This is an optimization exercise on Yosys and OpenROAD, whose aim is small area, a short achievable clock period and few clock cycles, not a production implementation.
Power is estimated from default activity; no workload was simulated.

==> flow/design.v (excerpt) <==
module hart_mem_sys (
    input  logic                   i_clk,
    input  logic                   i_rst_n,
    input  logic [31:0]            i_fetch_addr,
    output logic [31:0]            o_fetch_inst,
    output logic                   o_fetch_busy,
    input  logic                   i_ls_read,
    input  logic                   i_ls_write,
    input  logic [31:0]            i_ls_addr,
    input  logic [31:0]            i_ls_wdata,
    input  logic [1:0]             i_ls_size,
    input  logic                   i_ls_unsigned,
    output logic [31:0]            o_ls_rdata,
    output logic                   o_ls_trap,
    output logic                   o_ls_busy,
    output logic                   o_mem_ren,
    output logic                   o_mem_wen,
    output logic [31:0]            o_mem_addr,
    output logic [31:0]            o_mem_wdata,
    input  logic [31:0]            i_mem_rdata,
    input  logic                   i_mem_valid,
    input  logic                   i_mem_ready
);
Size: about 290 cells after synthesis, roughly 10 flip-flops, ~270 I/O pins, about 2400 um2 of cells after synthesis.
==> module bus_ctl, before the edit <==
module bus_ctl (
    input  logic i_ready,
    input  logic i_valid,
    input  logic i_write,
    input  logic i_size1,
    input  logic [1:0] i_offset,
    input  logic i_fetch_turn,    
    input  logic i_ls_turn,       
    input  logic i_load,          
    input  logic i_store_ok,      
    input  logic i_store_mis,     
    output logic o_ren,
    output logic o_wen,
    output logic o_ls_busy
);
    logic word_store;
    assign word_store = i_write && i_size1 && (i_offset == 2'b00);
    assign o_wen     = i_ready && ((i_ls_turn && word_store) || (i_store_ok && i_valid));
    assign o_ren     = i_ready && (i_fetch_turn || (i_ls_turn && !word_store) ||
                                   (i_load && i_valid));
    assign o_ls_busy = !(o_wen || (i_valid && (i_load || i_store_mis)));
endmodule
==> module hart_mem_sys, before the edit <==
module hart_mem_sys (
    input  logic                   i_clk,
    input  logic                   i_rst_n,
    input  logic [31:0]            i_fetch_addr,
    output logic [31:0]            o_fetch_inst,
    output logic                   o_fetch_busy,
    input  logic                   i_ls_read,
    input  logic                   i_ls_write,
    input  logic [31:0]            i_ls_addr,
    input  logic [31:0]            i_ls_wdata,
    input  logic [1:0]             i_ls_size,
    input  logic                   i_ls_unsigned,
    output logic [31:0]            o_ls_rdata,
    output logic                   o_ls_trap,
    output logic                   o_ls_busy,
    output logic                   o_mem_ren,
    output logic                   o_mem_wen,
    output logic [31:0]            o_mem_addr,
    output logic [31:0]            o_mem_wdata,
    input  logic [31:0]            i_mem_rdata,
    input  logic                   i_mem_valid,
    input  logic                   i_mem_ready
);
    logic       rd_none, rd_f, rd_l, rd_s;
    logic       rd_none_d, rd_f_d, rd_l_d, rd_s_d;
    logic [1:0] off_q;
    logic [1:0] size_q;
    logic       uns_q;
    always_ff @(posedge i_clk) begin
        if (!i_rst_n) begin
            rd_none <= 1'b1;
            rd_f    <= 1'b0;
            rd_l    <= 1'b0;
            rd_s    <= 1'b0;
        end else begin
            rd_none <= rd_none_d;
            rd_f    <= rd_f_d;
            rd_l    <= rd_l_d;
            rd_s    <= rd_s_d;
        end
        off_q  <= i_ls_addr[1:0];
        size_q <= i_ls_size;
        uns_q  <= i_ls_unsigned;
    end
    logic is_byte, is_half, is_word, mis_q;
    assign is_byte = (size_q == 2'd0);
    assign is_half = (size_q == 2'd1);
    assign is_word = size_q[1];
    assign mis_q   = (is_half && off_q[0]) || (is_word && (off_q != 2'b00));
    logic ls_turn_q, ls_turn_d;
    logic ls_sel, ls_done;
    always_ff @(posedge i_clk) begin
        if (!i_rst_n) ls_turn_q <= 1'b1;
        else          ls_turn_q <= ls_turn_d;
    end
    logic sel_fetch;
    addr_sel_ls u_sel_ls (
        .i_read(i_ls_read), .i_write(i_ls_write), .i_turn(ls_turn_q), .o_sel(ls_sel)
    );
    addr_sel_fetch u_sel_fetch (
        .i_read(i_ls_read), .i_write(i_ls_write), .i_turn(ls_turn_q), .o_sel(sel_fetch)
    );
    bus_ctl u_bus_ctl (
        .i_ready(i_mem_ready), .i_valid(i_mem_valid), .i_write(i_ls_write),
        .i_size1(i_ls_size[1]), .i_offset(i_ls_addr[1:0]),
        .i_fetch_turn(rd_none && !ls_turn_q), .i_ls_turn(rd_none && ls_turn_q),
        .i_load(rd_l), .i_store_ok(rd_s && !mis_q), .i_store_mis(rd_s && mis_q),
        .o_ren(o_mem_ren), .o_wen(o_mem_wen), .o_ls_busy(o_ls_busy)
    );
    addr_mux u_addr_mux (
        .i_ls(i_ls_addr[31:2]), .i_fetch(i_fetch_addr[31:2]),
        .i_sel_ls(ls_sel), .i_sel_fetch(sel_fetch), .o_addr(o_mem_addr[31:2])
    );
    assign o_mem_addr[1:0] = 2'b00;
    assign ls_done = (i_ls_read || i_ls_write) && !o_ls_busy;
    always_comb begin
        rd_none_d = rd_none;
        rd_f_d    = rd_f;
        rd_l_d    = rd_l;
        rd_s_d    = rd_s;
        if (i_mem_valid) begin
            rd_none_d = 1'b1;
            rd_f_d    = 1'b0;
            rd_l_d    = 1'b0;
            rd_s_d    = 1'b0;
        end
        if (o_mem_ren) begin
            rd_none_d = 1'b0;
            rd_f_d    = !ls_sel;
            rd_l_d    = ls_sel && !i_ls_write;
            rd_s_d    = ls_sel && i_ls_write;
        end
        ls_turn_d = ls_turn_q;
        if (ls_done || (o_mem_ren && ls_sel && i_ls_read)) ls_turn_d = 1'b0;
        if (!o_fetch_busy) ls_turn_d = 1'b1;
    end
    assign o_fetch_inst = i_mem_rdata;
    assign o_fetch_busy = !(rd_f && i_mem_valid);
    assign o_ls_trap = mis_q && (rd_l || rd_s);
    logic [3:0] mask, sel_old, sel_own, sel_lo, sel_hi;
    always_comb begin
        if (is_byte)      mask = 4'b0001 << off_q;
        else if (is_half) mask = off_q[1] ? 4'b1100 : 4'b0011;
        else              mask = 4'b1111;
    end
    always_comb begin
        sel_old = 4'b0000;
        sel_own = 4'b1111;
        sel_lo  = 4'b0000;
        sel_hi  = 4'b0000;
        if (rd_s) begin
            sel_old = ~mask;
            sel_own = mask & (is_half ? 4'b0011 : 4'b0001);
            sel_lo  = mask & (is_half ? 4'b0100 : 4'b1110);
            sel_hi  = mask & (is_half ? 4'b1000 : 4'b0000);
        end
    end
    always_comb begin
        for (int k = 0; k < 4; k++) begin
            o_mem_wdata[8*k +: 8] = ({8{sel_old[k]}} & i_mem_rdata[8*k +: 8]) |
                                    ({8{sel_own[k]}} & i_ls_wdata[8*k +: 8]) |
                                    ({8{sel_lo[k]}}  & i_ls_wdata[7:0]) |
                                    ({8{sel_hi[k]}}  & i_ls_wdata[15:8]);
        end
    end
    logic [3:0] lo_sel, sign_b_sel, sign_h_sel;
    logic       sign_b, sign_bh;
    assign lo_sel     = 4'b0001 << off_q;
    assign sign_b_sel = (uns_q || !is_byte) ? 4'b0000 : lo_sel;
    assign sign_h_sel = (uns_q || !is_half) ? 4'b0000 : (off_q[1] ? 4'b1000 : 4'b0010);
    logic [3:0] tops;
    assign tops = {i_mem_rdata[31], i_mem_rdata[23], i_mem_rdata[15], i_mem_rdata[7]};
    ld_sign u_sign_b  (.i_sel(sign_b_sel), .i_tops(tops), .o_sign(sign_b));
    ld_sign u_sign_bh (.i_sel(sign_b_sel | sign_h_sel), .i_tops(tops), .o_sign(sign_bh));
    always_comb begin
        o_ls_rdata[7:0]   = ({8{lo_sel[0]}} & i_mem_rdata[7:0]) |
                            ({8{lo_sel[1]}} & i_mem_rdata[15:8]) |
                            ({8{lo_sel[2]}} & i_mem_rdata[23:16]) |
                            ({8{lo_sel[3]}} & i_mem_rdata[31:24]);
        o_ls_rdata[15:8]  = ({8{!is_byte && !off_q[1]}} & i_mem_rdata[15:8]) |
                            ({8{!is_byte &&  off_q[1]}} & i_mem_rdata[31:24]) |
                            {8{sign_b}};
        o_ls_rdata[31:16] = ({16{is_word}} & i_mem_rdata[31:16]) | {16{sign_bh}};
    end
endmodule
==> flow/config.mk <==
export PLATFORM = sky130hd
export DESIGN_NAME = hart_mem_sys
export DESIGN_NICKNAME = hart_mem_sys
export VERILOG_FILES = /design/flow/design.v
export SDC_FILE = /design/flow/constraint.sdc
export NUM_CORES = 4
export LEC_CHECK = 0
export ABC_AREA = 0
export CAP_MARGIN = 20
export CORE_MARGIN = 2
export CORE_UTILIZATION = 25
export CTS_BUF_LIST = sky130_fd_sc_hd__clkbuf_2
export PLACE_DENSITY = 0.8
export SETUP_SLACK_MARGIN = 2.5
export SLEW_MARGIN = 20
export SYNTH_HIERARCHICAL = 1
export SYNTH_MINIMUM_KEEP_SIZE = 0
==> flow/constraint.sdc <==
create_clock -name core_clock -period 6.0 [get_ports {i_clk}]
set_input_delay 1.2000 -clock core_clock [delete_from_list [all_inputs] [get_ports {i_clk}]]
set_output_delay 1.2000 -clock core_clock [all_outputs]
set_load 0.01 [all_outputs]
standard.sh (not shown) runs the stock make flow with config.mk's settings and CLKGATE_MAP_FILE= SYNTH_SCRIPT=/design/flow/synth_recipe.tcl, a recipe that flattens the netlist after the stock synthesis.
==> flow/flow/run.sh <==
#!/bin/bash
set -euo pipefail
export BUFFER_PORTS_ARGS="-buffer_cell sky130_fd_sc_hd__buf_1"
bash standard.sh MATCH_CELL_FOOTPRINT=0 finish > standard_flow.log 2>&1
Next try:
--- a/flow/design.v
+++ b/flow/design.v
@@ -37,28 +37,6 @@
     output logic [29:0] o_addr
 );
     assign o_addr = (i_ls & {30{i_sel_ls}}) | (i_fetch & {30{i_sel_fetch}});
-endmodule
-module bus_ctl (
-    input  logic i_ready,
-    input  logic i_valid,
-    input  logic i_write,
-    input  logic i_size1,
-    input  logic [1:0] i_offset,
-    input  logic i_fetch_turn,    
-    input  logic i_ls_turn,       
-    input  logic i_load,          
-    input  logic i_store_ok,      
-    input  logic i_store_mis,     
-    output logic o_ren,
-    output logic o_wen,
-    output logic o_ls_busy
-);
-    logic word_store;
-    assign word_store = i_write && i_size1 && (i_offset == 2'b00);
-    assign o_wen     = i_ready && ((i_ls_turn && word_store) || (i_store_ok && i_valid));
-    assign o_ren     = i_ready && (i_fetch_turn || (i_ls_turn && !word_store) ||
-                                   (i_load && i_valid));
-    assign o_ls_busy = !(o_wen || (i_valid && (i_load || i_store_mis)));
 endmodule
 `timescale 1ns/1ps
 module ld_sign (
@@ -119,11 +97,12 @@
     assign is_word = size_q[1];
     assign mis_q   = (is_half && off_q[0]) || (is_word && (off_q != 2'b00));
     logic ls_turn_q, ls_turn_d;
-    logic ls_sel, ls_done;
+    logic ls_sel, word_store, ls_done;
     always_ff @(posedge i_clk) begin
         if (!i_rst_n) ls_turn_q <= 1'b1;
         else          ls_turn_q <= ls_turn_d;
     end
+    assign word_store = i_ls_write && i_ls_size[1] && (i_ls_addr[1:0] == 2'b00);
     logic sel_fetch;
     addr_sel_ls u_sel_ls (
         .i_read(i_ls_read), .i_write(i_ls_write), .i_turn(ls_turn_q), .o_sel(ls_sel)
@@ -131,13 +110,10 @@
     addr_sel_fetch u_sel_fetch (
         .i_read(i_ls_read), .i_write(i_ls_write), .i_turn(ls_turn_q), .o_sel(sel_fetch)
     );
-    bus_ctl u_bus_ctl (
-        .i_ready(i_mem_ready), .i_valid(i_mem_valid), .i_write(i_ls_write),
-        .i_size1(i_ls_size[1]), .i_offset(i_ls_addr[1:0]),
-        .i_fetch_turn(rd_none && !ls_turn_q), .i_ls_turn(rd_none && ls_turn_q),
-        .i_load(rd_l), .i_store_ok(rd_s && !mis_q), .i_store_mis(rd_s && mis_q),
-        .o_ren(o_mem_ren), .o_wen(o_mem_wen), .o_ls_busy(o_ls_busy)
-    );
+    assign o_mem_wen  = i_mem_ready && ((rd_none && ls_turn_q && word_store) ||
+                                        (rd_s && i_mem_valid && !mis_q));
+    assign o_mem_ren  = i_mem_ready && ((rd_none && !(ls_turn_q && word_store)) ||
+                                        (rd_l && i_mem_valid));
     addr_mux u_addr_mux (
         .i_ls(i_ls_addr[31:2]), .i_fetch(i_fetch_addr[31:2]),
         .i_sel_ls(ls_sel), .i_sel_fetch(sel_fetch), .o_addr(o_mem_addr[31:2])
@@ -167,6 +143,7 @@
     end
     assign o_fetch_inst = i_mem_rdata;
     assign o_fetch_busy = !(rd_f && i_mem_valid);
+    assign o_ls_busy = !(o_mem_wen || ((rd_l || (rd_s && mis_q)) && i_mem_valid));
     assign o_ls_trap = mis_q && (rd_l || rd_s);
     logic [3:0] mask, sel_old, sel_own, sel_lo, sel_hi;
     always_comb begin
Effect: The new run finished with timing, DRC and antenna clean. Via count went down by a few percent. Worst hold slack is better by 0.023 ns. Routed wire length fell by roughly a tenth. Count of clock-buffer cells in the layout stays the same. Power drops by roughly a tenth. Sequential share of layout area grows by 0.50 points. Die area drops by a little under a tenth. Clock skew increases by 0.0051 ns. Register-to-register slack improves by 0.36 ns. Sequential cell count is unchanged.
No functional check of the RTL was part of any run of this note.

==> static timing again, ports no longer ideal <==
The flow's constraints put no driver on any port. The routed layouts listed below were extracted and timed again, unchanged, in two steps. Step 1 (the two cells are an assumption about what drives the block):
set clk [get_ports {i_clk}]
set_driving_cell -lib_cell sky130_fd_sc_hd__clkbuf_16 $clk
set_driving_cell -lib_cell sky130_fd_sc_hd__buf_2 [delete_from_list [all_inputs] $clk]
Step 2, shift: input delay + t, output delay - t, t = (earliest + latest rising clock arrival at the registers) / 2. This alone moves slack from input paths to output paths. Three values: ideal, step 1, step 2; two values: the first two.
run	shift t [ns]	slack for setup (ns)	worst setup path after step 2	slew at the worst register clock pin (ns)
the first run	0.261	2.549 / 2.526 / 2.526	input to output	0.11 / 0.11
the second run	0.264	2.399 / 2.354 / 2.354	input to output	0.10 / 0.10
After both steps every run listed still meets setup and hold. The setup slack of the second run, which loses most, moves by -0.045 ns with the drivers and by -0.045 ns with both steps.
